This is an optimization exercise on Yosys and OpenROAD, whose aim is small area and a short achievable clock period, not a production implementation.
RTL that was checked went through simulation tests only; none was proved equivalent to the original.
Power figures rest on the tool's default switching activity, not on a simulated workload.

run a:
==> module fifo_flagged_ram, before the edit <==
module fifo_flagged_ram #(
  parameter int WIDTH  = 8,
  parameter int DEPTH  = 256,
  parameter int ADDR_W = 8    
) (
  input  logic              clk,
  input  logic              shift,
  input  logic [WIDTH-1:0]  wdata,
  input  logic [15:0]       rhi,      
  input  logic [15:0]       rlo,      
  output logic [WIDTH-1:0]  nrd0,     
  output logic [WIDTH-1:0]  nrd1
);
  localparam int NG1 = (DEPTH + 2) / 3;    
  localparam int NG2 = (NG1 + 2) / 3;      
  localparam int NG3 = (NG2 + 1) / 2;      
  localparam int NG4 = (NG3 + 2) / 3;      
  logic [DEPTH-1:0][WIDTH-1:0] mem, mem_nxt;
  logic [DEPTH-1:0][WIDTH-1:0] mem_prev;
  logic                        keep;
  logic [DEPTH-1:0]            rsel;
  assign keep = ~shift;
  always_comb begin
    mem_prev[0] = wdata;
    for (int w = 1; w < DEPTH; w++) mem_prev[w] = mem[w-1];
  end
  for (genvar w = 0; w < DEPTH; w++) begin : g_word
    for (genvar b = 0; b < WIDTH; b++) begin : g_bit
      fifo_flagged_ao22 u_hold (
        .a1(shift), .a2(mem_prev[w][b]), .b1(keep), .b2(mem[w][b]), .y(mem_nxt[w][b])
      );
    end
  end
  always_ff @(posedge clk) mem <= mem_nxt;
  logic [15:0] nrhi, nrlo;
  assign nrhi = ~rhi;
  assign nrlo = ~rlo;
  for (genvar w = 0; w < DEPTH; w++) begin : g_sel
    fifo_flagged_nor2 u_sel (.a(nrhi[w / 16]), .b(nrlo[w % 16]), .y(rsel[w]));
  end
  for (genvar b = 0; b < WIDTH; b++) begin : g_rd
    logic [NG1-1:0] t1;
    logic [NG2-1:0] t2;
    logic [NG3-1:0] t3;
    logic [NG4-1:0] t4;
    for (genvar g = 0; g < NG1; g++) begin : g_l1
      if (3*g + 2 < DEPTH) begin : g_3
        fifo_flagged_aoi222 u (
          .a1(rsel[3*g]),   .a2(mem[3*g][b]),
          .b1(rsel[3*g+1]), .b2(mem[3*g+1][b]),
          .c1(rsel[3*g+2]), .c2(mem[3*g+2][b]),
          .y(t1[g])
        );
      end else if (3*g + 1 < DEPTH) begin : g_2
        fifo_flagged_aoi22 u (
          .a1(rsel[3*g]),   .a2(mem[3*g][b]),
          .b1(rsel[3*g+1]), .b2(mem[3*g+1][b]),
          .y(t1[g])
        );
      end else begin : g_1
        fifo_flagged_nand2 u (.a(rsel[3*g]), .b(mem[3*g][b]), .y(t1[g]));
      end
    end
    fifo_flagged_nand3_tree #(.N(NG1)) u_l2 (.a(t1), .y(t2));
    fifo_flagged_nor2_tree  #(.N(NG2)) u_l3 (.a(t2), .y(t3));
    fifo_flagged_nand3_tree #(.N(NG3)) u_l4 (.a(t3), .y(t4));
    fifo_flagged_nor3 u_l5a (.a(t4[0]), .b(t4[1]), .c(t4[2]), .y(nrd0[b]));
    fifo_flagged_nor2 u_l5b (.a(t4[3]), .b(t4[4]), .y(nrd1[b]));
  end
endmodule
export LEC_CHECK = 0
export CAP_MARGIN = 20
export CORE_MARGIN = 2
export CORE_UTILIZATION = 55
export SETUP_SLACK_MARGIN = 3.45
export SLEW_MARGIN = 20
export SYNTH_HIERARCHICAL = 1
create_clock -name core_clock -period 6.0 [get_ports {clk}]
standard.sh (not shown) runs the stock make flow with config.mk's settings and CLKGATE_MAP_FILE= SYNTH_SCRIPT=/design/flow/synth_recipe.tcl, a recipe that flattens the netlist after the stock synthesis.
==> flow/flow/run.sh <==
#!/bin/bash
# Own layout flow: the standard ORFS flow (standard.sh), with a few
# layout-only settings changed on the make command line:
#  * ports buffered with plain buffers instead of the delay buffer that
#    buffer_ports picks by default;
#  * timing repair and resizing not limited to cells of the same footprint;
#  * clock tree built from larger sink clusters, without dummy loads.
# Synthesis is standard.sh's own, unchanged. Each tool's full output goes to
# ORFS's own log folder (orfs/logs/...); make's output goes to flow_make.log.
set -euo pipefail
cd "$(dirname "$0")/.."
bash standard.sh \
  MATCH_CELL_FOOTPRINT=0 \
  "BUFFER_PORTS_ARGS=-buffer_cell sky130_fd_sc_hd__buf_4" \
  "CTS_ARGS=-sink_clustering_enable -repair_clock_nets -dont_use_dummy_load -sink_clustering_size 25 -sink_clustering_max_diameter 90" \
  finish > flow_make.log 2>&1
Every stage of the flow completed for run a, and the final layout passed the timing, design-rule and antenna checks.
## Diff of input files: run b against run a
diff --git a/flow/design.v b/flow/design.v
--- a/flow/design.v
+++ b/flow/design.v
@@ -32,11 +32,8 @@
     end
   end
   always_ff @(posedge clk) mem <= mem_nxt;
-  logic [15:0] nrhi, nrlo;
-  assign nrhi = ~rhi;
-  assign nrlo = ~rlo;
   for (genvar w = 0; w < DEPTH; w++) begin : g_sel
-    fifo_flagged_nor2 u_sel (.a(nrhi[w / 16]), .b(nrlo[w % 16]), .y(rsel[w]));
+    fifo_flagged_and2 u_sel (.a(rhi[w / 16]), .b(rlo[w % 16]), .y(rsel[w]));
   end
   for (genvar b = 0; b < WIDTH; b++) begin : g_rd
     logic [NG1-1:0] t1;
@@ -108,6 +105,9 @@
       assign y[g] = ~a[2*g];
     end
   end
+endmodule
+module fifo_flagged_and2 (input logic a, b, output logic y);
+  assign y = a & b;
 endmodule
 module fifo_flagged_nor3 (input logic a, b, c, output logic y);
   assign y = ~(a | b | c);
Results
- In run b, the compound-cell area share of the yosys netlist came out 0.28 points below the value in run a.
- Any difference in switching power between run b and run a is small enough to ignore.
- Reported for run b and run a, count of flip-flops and latches turned out identical to the last digit.
- Comparing run b with run a, the final area came out essentially unchanged.
- From run a to run b the numbers moved as follows: routed wire length up about 0.5%, initial antenna violation count up 7, worst hold slack down 0.12 ns, setup slack down 0.086 ns, netlist area before placement up 0.74%.
- Run b against run a: cell area after placement picked up an extra about 0.7%; sequential share of layout area neither gained nor lost much.
- | row count | run b vs run a | about 0.75% higher |

========
The RTL this note starts from:
==> flow/design.v <==
module fifo_flagged_ram #(
  parameter int WIDTH  = 8,
  parameter int DEPTH  = 256,
  parameter int ADDR_W = 8    
) (
  input  logic              clk,
  input  logic              shift,
  input  logic [WIDTH-1:0]  wdata,
  input  logic [15:0]       rhi,      
  input  logic [15:0]       rlo,      
  output logic [WIDTH-1:0]  rdata
);
  localparam int NG1 = (DEPTH + 2) / 3;    
  localparam int NG2 = (NG1 + 2) / 3;      
  localparam int NG3 = (NG2 + 1) / 2;      
  localparam int NG4 = (NG3 + 2) / 3;      
  localparam int NG5 = (NG4 + 1) / 2;      
  logic [DEPTH-1:0][WIDTH-1:0] mem, mem_nxt;
  logic [DEPTH-1:0][WIDTH-1:0] mem_prev;
  logic                        keep;
  logic [DEPTH-1:0]            rsel;
  logic [15:0]                 nrhi, nrlo;
  assign keep = ~shift;
  always_comb begin
    mem_prev[0] = wdata;
    for (int w = 1; w < DEPTH; w++) mem_prev[w] = mem[w-1];
  end
  for (genvar w = 0; w < DEPTH; w++) begin : g_word
    for (genvar b = 0; b < WIDTH; b++) begin : g_bit
      fifo_flagged_ao22 u_hold (
        .a1(shift), .a2(mem_prev[w][b]), .b1(keep), .b2(mem[w][b]), .y(mem_nxt[w][b])
      );
    end
  end
  always_ff @(posedge clk) mem <= mem_nxt;
  assign nrhi = ~rhi;
  assign nrlo = ~rlo;
  for (genvar w = 0; w < DEPTH; w++) begin : g_sel
    fifo_flagged_nor2 u_sel (.a(nrhi[w / 16]), .b(nrlo[w % 16]), .y(rsel[w]));
  end
  for (genvar b = 0; b < WIDTH; b++) begin : g_rd
    logic [NG1-1:0] t1;
    logic [NG2-1:0] t2;
    logic [NG3-1:0] t3;
    logic [NG4-1:0] t4;
    logic [NG5-1:0] t5;
    for (genvar g = 0; g < NG1; g++) begin : g_l1
      if (3*g + 2 < DEPTH) begin : g_3
        fifo_flagged_aoi222 u (
          .a1(rsel[3*g]),   .a2(mem[3*g][b]),
          .b1(rsel[3*g+1]), .b2(mem[3*g+1][b]),
          .c1(rsel[3*g+2]), .c2(mem[3*g+2][b]),
          .y(t1[g])
        );
      end else if (3*g + 1 < DEPTH) begin : g_2
        fifo_flagged_aoi22 u (
          .a1(rsel[3*g]),   .a2(mem[3*g][b]),
          .b1(rsel[3*g+1]), .b2(mem[3*g+1][b]),
          .y(t1[g])
        );
      end else begin : g_1
        fifo_flagged_nand2 u (.a(rsel[3*g]), .b(mem[3*g][b]), .y(t1[g]));
      end
    end
    fifo_flagged_nand3_tree #(.N(NG1)) u_l2 (.a(t1), .y(t2));
    fifo_flagged_nor2_tree  #(.N(NG2)) u_l3 (.a(t2), .y(t3));
    fifo_flagged_nand3_tree #(.N(NG3)) u_l4 (.a(t3), .y(t4));
    fifo_flagged_nor2_tree  #(.N(NG4)) u_l5 (.a(t4), .y(t5));
    assign rdata[b] = ~&t5;
  end
endmodule
module fifo_flagged_mux2 (input logic s, a1, a0, output logic y);
  assign y = s ? a1 : a0;
endmodule
module fifo_flagged_ao22 (input logic a1, a2, b1, b2, output logic y);
  assign y = (a1 & a2) | (b1 & b2);
endmodule
module fifo_flagged_aoi222 (input logic a1, a2, b1, b2, c1, c2, output logic y);
  assign y = ~((a1 & a2) | (b1 & b2) | (c1 & c2));
endmodule
module fifo_flagged_nand2 (input logic a, b, output logic y);
  assign y = ~(a & b);
endmodule
module fifo_flagged_nand3 (input logic a, b, c, output logic y);
  assign y = ~(a & b & c);
endmodule
module fifo_flagged_aoi22 (input logic a1, a2, b1, b2, output logic y);
  assign y = ~((a1 & a2) | (b1 & b2));
endmodule
module fifo_flagged_nand3_tree #(parameter int N = 3) (
  input  logic [N-1:0]         a,
  output logic [(N+2)/3-1:0]   y
);
  for (genvar g = 0; g < (N+2)/3; g++) begin : g_n
    if (3*g + 2 < N) begin : g_3
      fifo_flagged_nand3 u (.a(a[3*g]), .b(a[3*g+1]), .c(a[3*g+2]), .y(y[g]));
    end else if (3*g + 1 < N) begin : g_2
      fifo_flagged_nand2 u (.a(a[3*g]), .b(a[3*g+1]), .y(y[g]));
    end else begin : g_1
      assign y[g] = ~a[3*g];
    end
  end
endmodule
module fifo_flagged_nor2_tree #(parameter int N = 2) (
  input  logic [N-1:0]         a,
  output logic [(N+1)/2-1:0]   y
);
  for (genvar g = 0; g < (N+1)/2; g++) begin : g_n
    if (2*g + 1 < N) begin : g_2
      fifo_flagged_nor2 u (.a(a[2*g]), .b(a[2*g+1]), .y(y[g]));
    end else begin : g_1
      assign y[g] = ~a[2*g];
    end
  end
endmodule
module fifo_flagged_nor2 (input logic a, b, output logic y);
  assign y = ~(a | b);
endmodule
module fifo_flagged #(
  parameter int WIDTH    = 8,
  parameter int DEPTH    = 256,
  parameter int AF_LEVEL = DEPTH - 2,
  parameter int AE_LEVEL = 2
) (
  input  logic                           clk,
  input  logic                           reset_n,
  input  logic                           push,
  input  logic                           pop,
  input  logic                           flush,
  input  logic                           clear_err,
  input  logic [WIDTH-1:0]               din,
  output logic [WIDTH-1:0]               dout,
  output logic [$clog2(DEPTH+1)-1:0]     count,
  output logic                           empty,
  output logic                           full,
  output logic                           almost_full,
  output logic                           almost_empty,
  output logic                           overflow,
  output logic                           underflow,
  output logic [$clog2(DEPTH+1)-1:0]     max_level
);
  localparam int CNT_W  = $clog2(DEPTH+1);
  localparam int ADDR_W = $clog2(DEPTH);
  logic [15:0]       rhi_r, rlo_r;      
  logic [CNT_W-1:0]  count_r, max_r;
  logic              empty_r, full_r, af_r, ae_r, one_r, two_r, ovf_r, unf_r;
  logic              pend_v_r;
  logic [WIDTH-1:0]  pend_d_r, dout_r, rd_data;
  logic pop_ok, wr, rd, inc, dec, ovf_ev, unf_ev;
  logic [CNT_W-1:0] cnt_inc, cnt_dec, cnt_nxt, max_nxt;
  logic empty_n, full_n, af_n, ae_n, one_n, two_n;
  always_comb begin
    pop_ok = pop & ~empty_r;
    wr     = push & (~full_r | pop_ok) & ~flush;
    rd     = pop_ok & ~flush;
    inc    = wr & ~rd;
    dec    = rd & ~wr;
    ovf_ev = push & full_r & ~pop_ok & ~flush;
    unf_ev = pop & empty_r & ~flush;
    cnt_inc = count_r + 1'b1;
    cnt_dec = count_r - 1'b1;
    if (flush) begin
      cnt_nxt = '0;
      empty_n = 1'b1; full_n = 1'b0; af_n = 1'b0; ae_n = 1'b1; one_n = 1'b0; two_n = 1'b0;
    end else if (inc) begin
      cnt_nxt = cnt_inc;
      empty_n = 1'b0;
      full_n  = (count_r == CNT_W'(DEPTH - 1));
      af_n    = (count_r >= CNT_W'(AF_LEVEL - 1));
      ae_n    = (count_r <= CNT_W'(AE_LEVEL - 1));
      one_n   = empty_r;
      two_n   = one_r;
    end else if (dec) begin
      cnt_nxt = cnt_dec;
      empty_n = one_r;
      full_n  = 1'b0;
      af_n    = (count_r >= CNT_W'(AF_LEVEL + 1));
      ae_n    = (count_r <= CNT_W'(AE_LEVEL + 1));
      one_n   = two_r;
      two_n   = (count_r == CNT_W'(3));
    end else begin
      cnt_nxt = count_r;
      empty_n = empty_r; full_n = full_r; af_n = af_r; ae_n = ae_r; one_n = one_r; two_n = two_r;
    end
    if (clear_err | (inc & (count_r == max_r))) max_nxt = cnt_nxt;
    else                                        max_nxt = max_r;
  end
  always_ff @(posedge clk or negedge reset_n) begin
    if (!reset_n) begin
      count_r  <= '0;
      max_r    <= '0;
      empty_r  <= 1'b1;
      full_r   <= 1'b0;
      af_r     <= 1'b0;
      ae_r     <= 1'b1;
      one_r    <= 1'b0;
      two_r    <= 1'b0;
      ovf_r    <= 1'b0;
      unf_r    <= 1'b0;
      pend_v_r <= 1'b0;
      rhi_r    <= 16'h8000;     
      rlo_r    <= 16'h4000;
    end else begin
      count_r  <= cnt_nxt;
      max_r    <= max_nxt;
      empty_r  <= empty_n;
      full_r   <= full_n;
      af_r     <= af_n;
      ae_r     <= ae_n;
      one_r    <= one_n;
      two_r    <= two_n;
      if (ovf_ev) ovf_r <= 1'b1;
      else if (clear_err) ovf_r <= 1'b0;
      if (unf_ev) unf_r <= 1'b1;
      else if (clear_err) unf_r <= 1'b0;
      pend_v_r <= wr;
      if (flush) begin
        rhi_r <= 16'h8000;
        rlo_r <= 16'h4000;
      end else if (pend_v_r & ~rd) begin
        rlo_r <= {rlo_r[14:0], rlo_r[15]};
        if (rlo_r[15]) rhi_r <= {rhi_r[14:0], rhi_r[15]};
      end else if (rd & ~pend_v_r) begin
        rlo_r <= {rlo_r[0], rlo_r[15:1]};
        if (rlo_r[0]) rhi_r <= {rhi_r[0], rhi_r[15:1]};
      end
    end
  end
  logic             sel_mem;
  logic [WIDTH-1:0] dout_alt, dout_nxt;
  always_comb begin
    sel_mem = rd & ~one_r & ~(two_r & pend_v_r);
    if (empty_r | (rd & one_r)) dout_alt = din;
    else if (rd)                dout_alt = pend_d_r;
    else                        dout_alt = dout_r;
  end
  for (genvar b = 0; b < WIDTH; b++) begin : g_dout
    fifo_flagged_mux2 u_mux (.s(sel_mem), .a1(rd_data[b]), .a0(dout_alt[b]), .y(dout_nxt[b]));
  end
  always_ff @(posedge clk) begin
    pend_d_r <= din;
    dout_r   <= dout_nxt;
  end
  fifo_flagged_ram #(
    .WIDTH (WIDTH),
    .DEPTH (DEPTH),
    .ADDR_W(ADDR_W)
  ) u_ram (
    .clk  (clk),
    .shift(pend_v_r),
    .wdata(pend_d_r),
    .rhi  (rhi_r),
    .rlo  (rlo_r),
    .rdata(rd_data)
  );
  assign dout         = dout_r;
  assign count        = count_r;
  assign empty        = empty_r;
  assign full         = full_r;
  assign almost_full  = af_r;
  assign almost_empty = ae_r;
  assign overflow     = ovf_r;
  assign underflow    = unf_r;
  assign max_level    = max_r;
endmodule
==> flow/config.mk <==
export PLATFORM = sky130hd
export DESIGN_NAME = fifo_flagged
export DESIGN_NICKNAME = fifo_flagged
export VERILOG_FILES = /design/flow/design.v
export SDC_FILE = /design/flow/constraint.sdc
export NUM_CORES = 4
export LEC_CHECK = 0
export CAP_MARGIN = 20
export CORE_MARGIN = 2
export CORE_UTILIZATION = 55
export SETUP_SLACK_MARGIN = 3.7
export SLEW_MARGIN = 20
export SYNTH_HIERARCHICAL = 1
==> flow/constraint.sdc <==
create_clock -name core_clock -period 6.0 [get_ports {clk}]
set_input_delay 1.2000 -clock core_clock [delete_from_list [all_inputs] [get_ports {clk}]]
set_output_delay 1.2000 -clock core_clock [all_outputs]
set_load 0.01 [all_outputs]
==> flow/flow/run.sh <==
#!/bin/bash
# Own layout flow: the standard ORFS flow (standard.sh), with a few
# layout-only settings changed on the make command line:
#  * ports buffered with plain buffers instead of the delay buffer that
#    buffer_ports picks by default;
#  * timing repair and resizing not limited to cells of the same footprint;
#  * clock tree built from larger sink clusters, without dummy loads.
# Synthesis is standard.sh's own, unchanged. Each tool's full output goes to
# ORFS's own log folder (orfs/logs/...); make's output goes to flow_make.log.
set -euo pipefail
cd "$(dirname "$0")/.."
bash standard.sh \
  MATCH_CELL_FOOTPRINT=0 \
  "BUFFER_PORTS_ARGS=-buffer_cell sky130_fd_sc_hd__buf_4" \
  "CTS_ARGS=-sink_clustering_enable -repair_clock_nets -dont_use_dummy_load -sink_clustering_size 30 -sink_clustering_max_diameter 70" \
  finish > flow_make.log 2>&1
The baseline completed without violations.
Change:
--- a/flow/design.v
+++ b/flow/design.v
@@ -141,8 +141,12 @@
 );
   localparam int CNT_W  = $clog2(DEPTH+1);
   localparam int ADDR_W = $clog2(DEPTH);
   logic [15:0]       rhi_r, rlo_r;      
+  localparam logic [15:0] RHI_RST = 16'h8000;    
+  localparam logic [15:0] RLO_RST = 16'h4000;
+  logic [15:0]       rhi_q, rlo_q;
+  logic              ne_q, nae_q;
   logic [CNT_W-1:0]  count_r, max_r;
   logic              empty_r, full_r, af_r, ae_r, one_r, two_r, ovf_r, unf_r;
   logic              pend_v_r;
   logic [WIDTH-1:0]  pend_d_r, dout_r, rd_data;
@@ -188,45 +192,49 @@
   always_ff @(posedge clk or negedge reset_n) begin
     if (!reset_n) begin
       count_r  <= '0;
       max_r    <= '0;
-      empty_r  <= 1'b1;
+      ne_q     <= 1'b0;
       full_r   <= 1'b0;
       af_r     <= 1'b0;
-      ae_r     <= 1'b1;
+      nae_q    <= 1'b0;
       one_r    <= 1'b0;
       two_r    <= 1'b0;
       ovf_r    <= 1'b0;
       unf_r    <= 1'b0;
       pend_v_r <= 1'b0;
-      rhi_r    <= 16'h8000;     
-      rlo_r    <= 16'h4000;
+      rhi_q    <= '0;
+      rlo_q    <= '0;
     end else begin
       count_r  <= cnt_nxt;
       max_r    <= max_nxt;
-      empty_r  <= empty_n;
+      ne_q     <= ~empty_n;
       full_r   <= full_n;
       af_r     <= af_n;
-      ae_r     <= ae_n;
+      nae_q    <= ~ae_n;
       one_r    <= one_n;
       two_r    <= two_n;
       if (ovf_ev) ovf_r <= 1'b1;
       else if (clear_err) ovf_r <= 1'b0;
       if (unf_ev) unf_r <= 1'b1;
       else if (clear_err) unf_r <= 1'b0;
       pend_v_r <= wr;
       if (flush) begin
-        rhi_r <= 16'h8000;
-        rlo_r <= 16'h4000;
+        rhi_q <= '0;
+        rlo_q <= '0;
       end else if (pend_v_r & ~rd) begin
-        rlo_r <= {rlo_r[14:0], rlo_r[15]};
-        if (rlo_r[15]) rhi_r <= {rhi_r[14:0], rhi_r[15]};
+        rlo_q <= {rlo_r[14:0], rlo_r[15]} ^ RLO_RST;
+        if (rlo_r[15]) rhi_q <= {rhi_r[14:0], rhi_r[15]} ^ RHI_RST;
       end else if (rd & ~pend_v_r) begin
-        rlo_r <= {rlo_r[0], rlo_r[15:1]};
-        if (rlo_r[0]) rhi_r <= {rhi_r[0], rhi_r[15:1]};
+        rlo_q <= {rlo_r[0], rlo_r[15:1]} ^ RLO_RST;
+        if (rlo_r[0]) rhi_q <= {rhi_r[0], rhi_r[15:1]} ^ RHI_RST;
       end
     end
   end
+  assign empty_r = ~ne_q;
+  assign ae_r    = ~nae_q;
+  assign rhi_r   = rhi_q ^ RHI_RST;
+  assign rlo_r   = rlo_q ^ RLO_RST;
   logic             sel_mem;
   logic [WIDTH-1:0] dout_alt, dout_nxt;
   always_comb begin
     sel_mem = rd & ~one_r & ~(two_r & pend_v_r);
Cell area rises slightly; clock power rises by a few percent; sequential power stays flat; non-clock buffer count falls by 10; combinational power barely changes; total power rises slightly.
No run of this note included a check of the RTL's function; only the layout flow was run.

port drivers added, routing unchanged:
No port has a modelled driver above. Below, the same layouts with a new extraction and two added sets of constraints. Step 1: set_driving_cell puts a clkbuf_16 on clk and a buf_2 on each other input, an assumption about the parent block. Step 2 also shifts input and output timing later by t, the mid clock arrival at the registers, as if the neighbouring blocks saw the same clock. a / b / c = ideal ports / drivers / drivers and shift; a / b = the first two.
run | shift t [ns] | slack for setup (ns) | latest minus earliest clock arrival (ns) | worst data-port slew with drivers (ns)
run a | 0.801 | 3.320 / 3.320 / 2.784 | 0.044 / 0.044 | 0.04
run b | 0.804 | 3.234 / 3.153 / 2.750 | 0.039 / 0.039 | 0.05
the first run of note 2 | 0.823 | 3.262 / 3.180 / 2.753 | 0.080 / 0.080 | 0.10
the second run of note 2 | 0.845 | 3.157 / 3.132 / 2.886 | 0.048 / 0.049 | 0.04
After both steps setup and hold are still met in every run listed. For run a, which loses most, drivers alone change the setup slack by 0.000 ns; drivers and shift together by -0.536 ns.
